Context: an optimization exercise on an open-source flow, tuned for small area. The choices shown serve that exercise and are no tape-out recipe. Function was checked by simulation only, so behaviour that the tests miss may differ from the original. Power figures rest on the tool's default switching activity, not on a simulated workload.

--- design/flow/design.v ---
package flanger_pkg;
  typedef struct packed {
    logic signed [15:0] left;
    logic signed [15:0] right;
  } sample_t;
  typedef enum logic [2:0] {
    IDLE,
    BUSY,
    FIN,
    OUT_REQ,
    OUT_DONE,
    IN_ACK
  } ctrl_state_t;
endpackage
`timescale 1ns/1ps
module flanger_ctrl (
  input  logic clk,
  input  logic n_rst,
  input  logic in_req,
  input  logic out_ack,
  input  logic slot_end,
  input  logic at_tap,
  input  logic at_wr,
  output logic in_ack,
  output logic out_req,
  output logic wr_en,
  output logic rd_en,
  output logic stall
);
  flanger_pkg::ctrl_state_t state;
  flanger_pkg::ctrl_state_t next_state;
  logic rd_done;
  logic wr_done;
  assign rd_en = (state == flanger_pkg::BUSY) && !rd_done && at_tap;
  assign wr_en = (state == flanger_pkg::BUSY) && !wr_done && at_wr;
  assign stall = (state == flanger_pkg::BUSY) && slot_end && (rd_done || rd_en) && (wr_done || wr_en);
  always_ff @(posedge clk, negedge n_rst) begin
    if (!n_rst) begin
      state <= flanger_pkg::IDLE;
    end else begin
      state <= next_state;
    end
  end
  always_ff @(posedge clk) begin
    if (state == flanger_pkg::IDLE) begin
      rd_done <= 1'b0;
      wr_done <= 1'b0;
    end else if (slot_end) begin
      rd_done <= rd_done || rd_en;
      wr_done <= wr_done || wr_en;
    end
  end
  always_comb begin
    next_state = state;
    case (state)
      flanger_pkg::IDLE: begin
        if (in_req && slot_end) begin
          next_state = flanger_pkg::BUSY;
        end
      end
      flanger_pkg::BUSY: begin
        if (stall) begin
          next_state = flanger_pkg::FIN;
        end
      end
      flanger_pkg::FIN: begin
        next_state = flanger_pkg::OUT_REQ;
      end
      flanger_pkg::OUT_REQ: begin
        if (out_ack) begin
          next_state = flanger_pkg::OUT_DONE;
        end
      end
      flanger_pkg::OUT_DONE: begin
        if (!out_ack) begin
          next_state = flanger_pkg::IN_ACK;
        end
      end
      flanger_pkg::IN_ACK: begin
        if (!in_req) begin
          next_state = flanger_pkg::IDLE;
        end
      end
      default: begin
        next_state = flanger_pkg::IDLE;
      end
    endcase
  end
  assign out_req = (state == flanger_pkg::OUT_REQ);
  assign in_ack  = (state == flanger_pkg::IN_ACK);
endmodule
`timescale 1ns/1ps
module sweep_addr_gen (
  input  logic               clk,
  input  logic               n_rst,
  input  logic               stall,
  output logic [3-1:0]  dig,
  output logic               slot_end,
  output logic               at_tap,
  output logic               at_wr,
  output logic               no_wet
);
  localparam int STEP_W = $clog2(8);
  localparam logic [6-1:0] TAP_LO = 6'(40 + 1 - 40);
  localparam logic [6-1:0] TAP_HI = 6'(40 + 1 - 4);
  logic [6-1:0] pos;
  logic [6-1:0] tap;
  logic [STEP_W-1:0] step_cnt;
  logic              dir_up;
  logic              first;
  assign slot_end = (dig == 3'(8 - 1));
  assign at_tap   = (pos == tap);
  assign at_wr    = (pos == 6'(1));
  assign no_wet   = first;
  always_ff @(posedge clk, negedge n_rst) begin
    if (!n_rst) begin
      dig <= '0;
      pos <= '0;
    end else begin
      dig <= dig + 1'b1;
      if (slot_end && !stall) begin
        pos <= (pos == 6'(40 - 1)) ? '0 : pos + 1'b1;
      end
    end
  end
  always_ff @(posedge clk, negedge n_rst) begin
    if (!n_rst) begin
      step_cnt <= '0;
      tap      <= TAP_HI;
      dir_up   <= 1'b1;
      first    <= 1'b1;
    end else if (stall) begin
      step_cnt <= step_cnt + 1'b1;
      if (step_cnt == STEP_W'(4 - 1)) begin
        first <= 1'b0;
      end
      if (step_cnt == STEP_W'(8 - 1)) begin
        if (dir_up) begin
          tap <= tap - 1'b1;
          if (tap - 1'b1 == TAP_LO) begin
            dir_up <= 1'b0;
          end
        end else begin
          tap <= tap + 1'b1;
          if (tap + 1'b1 == TAP_HI) begin
            dir_up <= 1'b1;
          end
        end
      end
    end
  end
endmodule
`timescale 1ns/1ps
module delay_line_ram (
  input  logic                clk,
  input  logic                wr_en,
  input  logic [4-1:0]   wr_digit,
  output logic [4-1:0]   rd_digit
);
  localparam int STAGES = 40 * 8;
  logic [4-1:0] ring [0:STAGES-1];
  always_ff @(posedge clk) begin
    ring[0] <= wr_en ? wr_digit : ring[STAGES-1];
    for (int i = 1; i < STAGES; i++) begin
      ring[i] <= ring[i-1];
    end
  end
  assign rd_digit = ring[STAGES-1];
endmodule
`timescale 1ns/1ps
module flanger_mixer (
  input  logic                 clk,
  input  logic                 rd_en,
  input  logic [3-1:0]    dig,
  input  logic                 flanger_en,
  input  logic                 no_wet,
  input  logic [4-1:0]    dry,
  input  logic [4-1:0]    wet,
  output flanger_pkg::sample_t mix_out
);
  logic [4-1:0] b;
  logic              first_dig;
  logic              last_dig;
  logic              fin;
  logic              cy_r;
  logic              cy_l;
  logic              h_r;
  logic              h_l;
  assign b = flanger_en ? (no_wet ? '0 : wet) : dry;
  assign first_dig = (dig == '0);
  assign last_dig  = (dig == 3'(8 - 1));
  logic c0_r, s0_r, c1_r, s1_r, x_r;
  logic c0_l, s0_l, c1_l, s1_l, x_l;
  always_comb begin
    {c0_r, s0_r} = dry[0] + b[0] + (cy_r & !first_dig);
    {c1_r, s1_r} = dry[1] + b[1] + c0_r;
    {c0_l, s0_l} = dry[2] + b[2] + (cy_l & !first_dig);
    {c1_l, s1_l} = dry[3] + b[3] + c0_l;
    x_r = dry[1] ^ b[1] ^ c1_r;
    x_l = dry[3] ^ b[3] ^ c1_l;
  end
  always_ff @(posedge clk) begin
    fin  <= rd_en && last_dig;
    cy_r <= last_dig ? x_r : c1_r;
    cy_l <= last_dig ? x_l : c1_l;
    if (rd_en) begin
      h_r <= s1_r;
      h_l <= s1_l;
    end
    if (fin) begin
      mix_out.right <= {cy_r, h_r, mix_out.right[15:2]};
      mix_out.left  <= {cy_l, h_l, mix_out.left[15:2]};
    end else if (rd_en && !first_dig) begin
      mix_out.right <= {s0_r, h_r, mix_out.right[15:2]};
      mix_out.left  <= {s0_l, h_l, mix_out.left[15:2]};
    end
  end
endmodule
`timescale 1ns/1ps
module flanger_top (
  input  logic                 clk,
  input  logic                 n_rst,
  input  logic                 flanger_en,
  input  logic                 in_req,
  input  logic                 out_ack,
  input  flanger_pkg::sample_t in_data,
  output logic                 in_ack,
  output logic                 out_req,
  output flanger_pkg::sample_t out_data
);
  logic                wr_en;
  logic                rd_en;
  logic                stall;
  logic                slot_end;
  logic                at_tap;
  logic                at_wr;
  logic                no_wet;
  logic [3-1:0]   dig;
  logic [4-1:0]   in_digit;
  logic [4-1:0]   rd_digit;
  assign in_digit = {in_data.left[2*dig+1], in_data.left[2*dig],
                     in_data.right[2*dig+1], in_data.right[2*dig]};
  flanger_ctrl u_ctrl (
    .clk      (clk),
    .n_rst    (n_rst),
    .in_req   (in_req),
    .out_ack  (out_ack),
    .slot_end (slot_end),
    .at_tap   (at_tap),
    .at_wr    (at_wr),
    .in_ack   (in_ack),
    .out_req  (out_req),
    .wr_en    (wr_en),
    .rd_en    (rd_en),
    .stall    (stall)
  );
  sweep_addr_gen u_addr (
    .clk      (clk),
    .n_rst    (n_rst),
    .stall    (stall),
    .dig      (dig),
    .slot_end (slot_end),
    .at_tap   (at_tap),
    .at_wr    (at_wr),
    .no_wet   (no_wet)
  );
  delay_line_ram u_ram (
    .clk      (clk),
    .wr_en    (wr_en),
    .wr_digit (in_digit),
    .rd_digit (rd_digit)
  );
  flanger_mixer u_mixer (
    .clk        (clk),
    .rd_en      (rd_en),
    .dig        (dig),
    .flanger_en (flanger_en),
    .no_wet     (no_wet),
    .dry        (in_digit),
    .wet        (rd_digit),
    .mix_out    (out_data)
  );
endmodule
--- design/flow/run.sh ---
#!/bin/bash
# synth_recipe.tcl (not shown) runs the flow's synth.tcl, then flattens the netlist and writes it again
# the make line also repeats each setting of config.mk as NAME=value (left out here)
make -C /OpenROAD-flow-scripts/flow DESIGN_CONFIG=/design/flow/config.mk WORK_HOME=/design/flow/orfs CLKGATE_MAP_FILE= SYNTH_SCRIPT=/design/flow/synth_recipe.tcl finish
--- design/flow/config.mk ---
export PLATFORM = sky130hd
export DESIGN_NAME = flanger_top
export DESIGN_NICKNAME = flanger_top
export VERILOG_FILES = /design/flow/design.v
export SDC_FILE = /design/flow/constraint.sdc
export NUM_CORES = 4
export LEC_CHECK = 0
export CAP_MARGIN = 20
export CORE_MARGIN = 2
export CORE_UTILIZATION = 40
export PLACE_DENSITY = 0.6
export SLEW_MARGIN = 20
--- design/flow/constraint.sdc ---
create_clock -name core_clock -period 6.0 [get_ports {clk}]
set_input_delay 1.2000 -clock core_clock [delete_from_list [all_inputs] [get_ports {clk}]]
set_output_delay 1.2000 -clock core_clock [all_outputs]
set_load 0.01 [all_outputs]
==> results of run 1 <==
==> critical path, stage by stage, from the launching register on <==
cell and delay, ps:
dfrtp_1 430, nor2b_1 180, and2_1 160, clkdlybuf4s50_1 540
==> routing by layer <==
| layer | share of wire, % | GRT usage [%] | up-vias | wire (um) |
|---|---|---|---|---|
| met5 | 0 | 0 | - | 0 |
| met4 | 2.8 | 4.81 | 0 | 886 |
| met3 | 5.2 | 2.63 | 69 | 1640 |
| met2 | 41 | 12.2 | 190 | 12700 |
| met1 | 51 | 12.2 | 4817 | 16100 |
| li1 | - | - | 5204 | - |
==> sequential cells by signal (all words and copies together), names as in the netlist, 3 cells and up <==
signal,cells
u_addr.dig,3
u_addr.pos,6
u_ctrl.state,3
u_ram.ring,1280
u_addr.step_cnt,3
u_addr.tap,6
u_mixer.mix_out,32
==> power groups by stage <==
stage               clock network, mW  registers, mW  logic, mW
finish                           7.54           9.05     0.0861
global route                     8.14           9.05     0.0947
CTS                              7.77           9.05     0.0882
detailed placement                  0           9.25     0.0880
global placement                    0           9.25     0.0838
floorplan                           0           9.24     0.0513
==> worst max-delay path by stage <==
stage | to | slack [ps] | cells past startpoint
2_1_floorplan | u_mixer.cy_l$_DFF_P_ | 3020 | 8
3_3_place_gp | u_mixer.cy_l$_DFF_P_ | 2470 | 9
3_5_place_dp | u_mixer.cy_l$_DFF_P_ | 2350 | 9
4_1_cts | in_ack | 2790 | 3
5_1_grt | in_ack | 2740 | 3
6_report | in_ack | 2850 | 3
==> layout by cell type, fill, tap and decap left out, drive strengths merged, types with 2 or more instances in the layout <==
master / synthesis / final
dfxtp: 1285 / 1285
clkbuf: 3 / 159
clkdlybuf4s50: 0 / 69
edfxtp: 34 / 34
clkinv: 0 / 31
inv: 19 / 24
dfrtp: 18 / 18
nand2: 17 / 17
nor2: 16 / 16
bufinv: 0 / 15
xnor2: 13 / 13
o21ai: 12 / 12
ha: 11 / 11
mux2i: 10 / 10
nand3: 9 / 9
mux4: 8 / 8
a31oi: 7 / 7
a21oi: 7 / 7
fa: 6 / 6
dfstp: 5 / 5
and3: 4 / 4
nand2b: 3 / 3
a21o: 3 / 3
mux2: 3 / 3
nand4: 3 / 3
nor2b: 2 / 2
o32ai: 2 / 2
a211oi: 2 / 2
xor2: 2 / 2
clkinvlp: 0 / 2
and2: 2 / 2
nor3: 2 / 2
buf: 8 / 2
==> stage by stage <==
stage | instances | hold WS, ps
final | 2752 | 306
after global routing | 2752 | 311
after CTS | 2752 | 311
after detailed placement | 2540 | 312
after global placement | 2540 | 312
after floorplan | 1530 | 310
==> area by class of cell <==
cell class | instances | area share (%)
sequential | 1342 | 78.8
clock buffer | 159 | 9.56
tap | 950 | 3.43
clock inverter | 53 | 2.01
multi-input combinational | 158 | 4.00
timing repair buffer | 71 | 2.03
inverter | 19 | 0.206
==> kinds of logic after synthesis <==
logic type / count (synthesis) / synth area share (%)
simple gates: 64 / 1.32
compound gates: 41 / 1.05
xor+xnor: 15 / 0.455
flops: 1342 / 94.7
fa+ha+maj: 17 / 0.893
mux: 21 / 1.09
buf+inv: 30 / 0.499
==> impl_metrics.json, run 1 <==
{
  "status": "finished clean",
  "r2r_slack_ps": 3190,
  "synth_area_leaders": "dfxtp_1 89%, edfxtp_1 3.5%, dfrtp_1 1.6%",
  "rsz0062_at_grt": "false",
  "avgSynthCellArea_um2": 18.9,
  "yosysMostFrequentCell": "dfxtp_1",
  "slew_headroom_pct": 63.6,
  "synth-seq-area-share_pct": 94.7,
  "pwr-share-comb_pct": 0.5,
  "seqPwrFrac_pct": 54.3,
  "grt_pass1_vias": 10800,
  "ios": 71,
  "layout_min_cycle_time_ps": 3150,
  "drv_slew": 0,
  "area_growth_pct": 20.2,
  "synth_async_sr_flop_share_pct": 1.71,
  "switchingPower_mw": 3.09,
  "post_cts_buffers": 0,
  "synth_fp_nets": 1584,
  "p_leak_nw": 13.8,
  "tightest_slew_ps": 547,
  "fmax_mhz": 317,
  "wirelength_um": 31300,
  "r2r_cells": 8,
  "die_h_um": 273,
  "skew_ps": 19.4,
  "yosys.area.top_type_share_pct": 89.1,
  "fin_ws_ps": 2850,
  "initial_core_util_pct": 40.4,
  "setup_viol": 0,
  "cts_max_path_buffers": 3,
  "clock_latency_ps": 650,
  "postPlaceCellArea_um2": 30700,
  "die_area_um2": 74300,
  "internal_power_mw": 13.6,
  "hold_buffers": 0,
  "antenna_found_initial": 0,
  "fin_area_um2": 34700,
  "synth_common_cells": "1285 x dfxtp_1, 34 x edfxtp_1, 19 x inv_1, 18 x dfrtp_1, 16 x nand2_1",
  "core-area_um2": 71500,
  "maxCapViolCount": 0,
  "post-route-drc-count": 0,
  "insertedDiodeCount": 0,
  "startpoint_type": "register",
  "hold_start": "u_ram.ring[67][1]$_DFF_P_",
  "dr_total_vias": 10300,
  "multiInputGateArea_um2": 1390,
  "required_ps": 4800,
  "critPathCaptureType": "output port",
  "final_layout_size_suffix_gt1_share_pct": 12.3,
  "hold_viol_final": 0,
  "drtAntennaViolNets": 0,
  "syn_area_um2": 28900,
  "worstHoldPathCells": 0,
  "r2r_start": "u_addr.dig[0]$_DFF_PN0_",
  "hpwl_um": 15300,
  "cts_tree": "yes",
  "wl_per_cell_um": 11.4,
  "grt_overflow_total": 0,
  "yosysWarnings": 5,
  "final_core_util_pct": 48.5,
  "critPathMaxFanout": 6,
  "pre_cts_slack_ps": 2350,
  "pwr-share-clk_pct": 45.2,
  "grt_max_degree": 33,
  "cts_buffers": 113,
  "portBuffers": 70,
  "yosysTopAreaCell": "dfxtp_1",
  "synth_seq_cells": 1342,
  "synth_top_flop_cell": "dfxtp_1",
  "worstSetupStartpoint": "u_ctrl.state[1]$_DFFE_PN0P_",
  "dr.pass1.iters": 4,
  "r2r_end": "u_mixer.cy_r$_DFF_P_",
  "viasPerCell": 3.74,
  "fin_tns_setup_ps": 0,
  "htreeDepth": 3,
  "num_rows": 98,
  "clkTransAtPathRegs_ps": 70,
  "synth_edf_count": 34,
  "grt_use_total_pct": 8.79,
  "cts_resized": 0,
  "synth_cell_types": 53,
  "post-route-period-util_pct": 52.6,
  "power_density_nw_per_um2": 481,
  "final_nets": 1759,
  "drt_iter0_markers": 458,
  "die_w_um": 273,
  "clock-sinks": 1342,
  "grt_pass1_wl_um": 54000,
  "power.total_mw": 16.7,
  "ir_drop_mv": 0.263,
  "min_to": "u_ram.ring[68][1]$_DFF_P_",
  "netlist_instances": 1530,
  "hp-class": "register to register",
  "gp_congestion": 0.706,
  "fillCellCount": 5797,
  "regArea_um2": 27300,
  "root_buffer": "clkbuf_16",
  "swShare_pct": 18.6,
  "crit_arrival_ps": 1950,
  "crit_type": "register to output port"
}
==> run 2: changes to the inputs <==
==> design/flow/flow/run.sh (new file) <==
#!/bin/bash
# Standard layout (standard.sh, unchanged synthesis) with two changes:
# a clock tree of fewer, larger leaf clusters without dummy loads, and the
# smallest buffer on each port.
set -e
export CTS_ARGS="-sink_clustering_enable -repair_clock_nets -sink_clustering_size 20 -sink_clustering_max_diameter 50 -buf_list sky130_fd_sc_hd__clkbuf_8 -root_buf sky130_fd_sc_hd__clkbuf_16 -sink_buffer_max_cap_derate 1.0 -dont_use_dummy_load"
export BUFFER_PORTS_ARGS="-buffer_cell sky130_fd_sc_hd__buf_1"
bash standard.sh > standard.log 2>&1
==> design/flow/standard.sh (new file) <==
#!/bin/bash
# synth_recipe.tcl (not shown) runs the flow's synth.tcl, then flattens the netlist and writes it again
# the make line also repeats each setting of config.mk as NAME=value (left out here)
make -C /OpenROAD-flow-scripts/flow DESIGN_CONFIG=/design/flow/config.mk WORK_HOME=/design/flow/orfs CLKGATE_MAP_FILE= SYNTH_SCRIPT=/design/flow/synth_recipe.tcl "${@:-finish}"
removed: design/flow/run.sh
==> run 2 against run 1 <==
  * Clock-buffer cell count fell by 73
  * Sequential cell count did not move
  * First-iteration DRC count rose by 15%
  * Cell area fell by 9.1%
  * Non-clock buffer count rose by 1
  * Setup slack improved by 400 ps
==> impl_metrics.json, run 2 <==
{
  "viasPerCell": 3.79,
  "synth-seq-area-share_pct": 94.7,
  "drv_slew": 0,
  "synthAdderAreaFrac_pct": 0.893,
  "cts_tree": "yes",
  "die_w_um": 273,
  "hpwl_um": 15100,
  "cts_max_path_buffers": 3,
  "gp_congestion": 0.719,
  "grt.busiest_layer": "met1",
  "required_ps": 6470,
  "synth_top_flop_cell": "dfxtp_1",
  "post-route-drc-count": 0,
  "power_density_nw_per_um2": 409,
  "dr_total_vias": 9962,
  "yosysTopAreaCell": "dfxtp_1",
  "hp-class": "register to register",
  "portBuffers": 70,
  "final_nets": 1733,
  "syn_area_um2": 28900,
  "die_area_um2": 74300,
  "clock_latency_ps": 590,
  "yosysWarnings": 5,
  "insertedDiodeCount": 0,
  "drtAntennaViolNets": 0,
  "p_leak_nw": 12.3,
  "hold_viol_final": 0,
  "synth_edf_count": 34,
  "hold_buffers": 0,
  "fmax_mhz": 363,
  "startpoint_type": "register",
  "fin_ws_ps": 3250,
  "yosys.area.top_type_share_pct": 89.1,
  "ir_drop_mv": 0.183,
  "synth_compound_area_share_pct": 1.05,
  "ios": 71,
  "clock-sinks": 1342,
  "num_rows": 98,
  "top_register": "u_ram.ring",
  "final_core_util_pct": 44.1,
  "tightest_slew_ps": 549,
  "yosysMostFrequentCell": "dfxtp_1",
  "synth_async_sr_flop_share_pct": 1.71,
  "largest_registers": "u_ram.ring: 1280 flops, u_mixer.mix_out: 32 flops",
  "layout_common_cells": "1285 x dfxtp_1, 77 x clkbuf_8, 70 x buf_1",
  "initial_core_util_pct": 40.4,
  "skew_ps": 58.1,
  "core-area_um2": 71500,
  "r2r_start": "u_addr.dig[0]$_DFF_PN0_",
  "grt_pass1_wl_um": 51900,
  "use_met1_pct": 12.0,
  "netlist_instances": 1530,
  "post-route-period-util_pct": 45.9,
  "final_layout_size_suffix_gt1_share_pct": 7.04,
  "synth_top_family_by_area": "simple AND/OR/NAND/NOR gates",
  "synth_area_leaders": "dfxtp_1 89%, edfxtp_1 3.5%, dfrtp_1 1.6%",
  "rsz0062_at_grt": "false",
  "root_buffer": "clkbuf_16",
  "die_h_um": 273,
  "cts_buffers": 86,
  "wl_per_cell_um": 11.4,
  "crit_type": "register to register",
  "critPathCaptureType": "register",
  "htreeDepth": 3,
  "layout_commonest_cell": "dfxtp_1",
  "synth_fp_nets": 1584,
  "fin_tns_setup_ps": 0,
  "grt_overflow_total": 0,
  "largest_reg_flops": 1280,
  "dr.pass1.iters": 4,
  "status": "finished clean",
  "synth-xor-area-share_pct": 0.455,
  "pre_cts_slack_ps": 2750,
  "grt_max_degree": 33,
  "slew_headroom_pct": 63.4,
  "grt_use_total_pct": 8.41,
  "maxCapViolCount": 0,
  "synth_seq_cells": 1342,
  "clkTransAtPathRegs_ps": 100,
  "grt.met2_usage_pct": 11.6,
  "post_cts_buffers": 0,
  "layout_min_cycle_time_ps": 2750,
  "gr-usage-met3_pct": 2.39,
  "cts_resized": 0,
  "setup_viol": 0,
  "antenna_found_initial": 0,
  "worstSetupStartpoint": "u_addr.dig[0]$_DFF_PN0_",
  "critPathMaxFanout": 10,
  "synthMuxAreaShare_pct": 1.09,
  "area_growth_pct": 9.28,
  "wirelength_um": 30000,
  "drt_iter0_markers": 525,
  "crit_arrival_ps": 3230,
  "hold_start": "u_ram.ring[283][0]$_DFF_P_",
  "synth_cell_types": 53,
  "avgSynthCellArea_um2": 18.9,
  "grt_pass1_vias": 10500,
  "synth_common_cells": "1285 x dfxtp_1, 34 x edfxtp_1, 19 x inv_1, 18 x dfrtp_1, 16 x nand2_1",
  "synthSimpleGateAreaFrac_pct": 1.32
}
-- run 2: through the flow --
stage	area, um^2	hold slack [ps]	power, mW	instances
CTS	31500	278	13.1	2627
global route	31500	275	13.4	2627
finish	31500	283	12.9	2627
floorplan	28900	310	9.29	1530
global placement	30300	312	9.32	2541
detailed placement	30300	312	9.32	2541
-- run 2: worst paths after layout --
check | to | slack, ps | cells after the start
hold / removal | u_ram.ring[284][0]$_DFF_P_ | 280 | 0
setup reg to reg | u_mixer.cy_r$_DFF_P_ | 3250 | 8
setup / recovery | u_mixer.cy_r$_DFF_P_ | 3250 | 8
hold reg to reg | u_ram.ring[284][0]$_DFF_P_ | 280 | 0
max in group asynchronous | u_addr.dir_up$_DFFE_PN1P_ | 5060 | 2
min in group asynchronous | u_addr.tap[1]$_DFFE_PN0P_ | 590 | 2
-- run 2: power by group --
| part | switching, mW | internal (mW) |
|---|---|---|
| Combinational | 0.0413 | 0.0297 |
| Clock | 2.36 | 1.43 |
| Sequential | 0.0271 | 9.02 |
-- run 2: area by class of cell --
| cell class | instances | area (um^2) |
|---|---|---|
| Inverter | 19 | 71.3 |
| Tap cell | 950 | 1190 |
| Timing Repair Buffer | 72 | 278 |
| Clock buffer | 86 | 1280 |
| Sequential cell | 1342 | 27300 |
| Fill cell | 6107 | 39900 |
| Multi-Input combinational cell | 158 | 1390 |
-- run 2: worst max-delay path, stage by stage, from the launching register on --
cell	delay [ps]
dfrtp_1	690
mux4_2	570
mux2i_1	320
nor2_1	80
a31oi_1	180
fa_1	250
inv_1	80
fa_1	390
mux2i_1	130
-- run 2: cell families after synthesis --
kind of cell,after synthesis
simple gates,64
flops,1342
compound gates,41
buf+inv,30
mux,21
xor+xnor,15
fa+ha+maj,17
-- run 2: layer usage --
layer,vias to the layer above,part of all wire [%],wire (um)
li1,5050,-,-
met1,4664,52,15600
met2,175,40,11900
met3,73,5.1,1530
met4,0,3.1,944
met5,-,0,0

==> static timing again, ports no longer ideal <==
No port has a modelled driver above. Below, the same layouts with a new extraction and two added sets of constraints.
Step 1 (the two cells are an assumption about what drives the block):
set clk [get_ports {clk}]
set_driving_cell -lib_cell sky130_fd_sc_hd__clkbuf_16 $clk
set_driving_cell -lib_cell sky130_fd_sc_hd__buf_2 [delete_from_list [all_inputs] $clk]
Step 2 also shifts input and output timing later by t, the mid clock arrival at the registers, as if the neighbouring blocks saw the same clock.
Three values: ideal, step 1, step 2; two values: the first two.
run | t, ns | slack for setup (ns) | worst setup path at the end | slew at the worst register clock pin (ns) | worst data-port slew with drivers (ns)
run 1 | 0.694 | 2.847 / 2.791 / 2.338 | input to register | 0.07 / 0.07 | 0.04
run 2 | 0.619 | 3.246 / 3.246 / 2.723 | input to register | 0.11 / 0.11 | 0.04
After both steps every run listed still meets setup and hold. For run 2, which loses most, drivers alone change the setup slack by 0.000 ns; drivers and shift together by -0.523 ns.
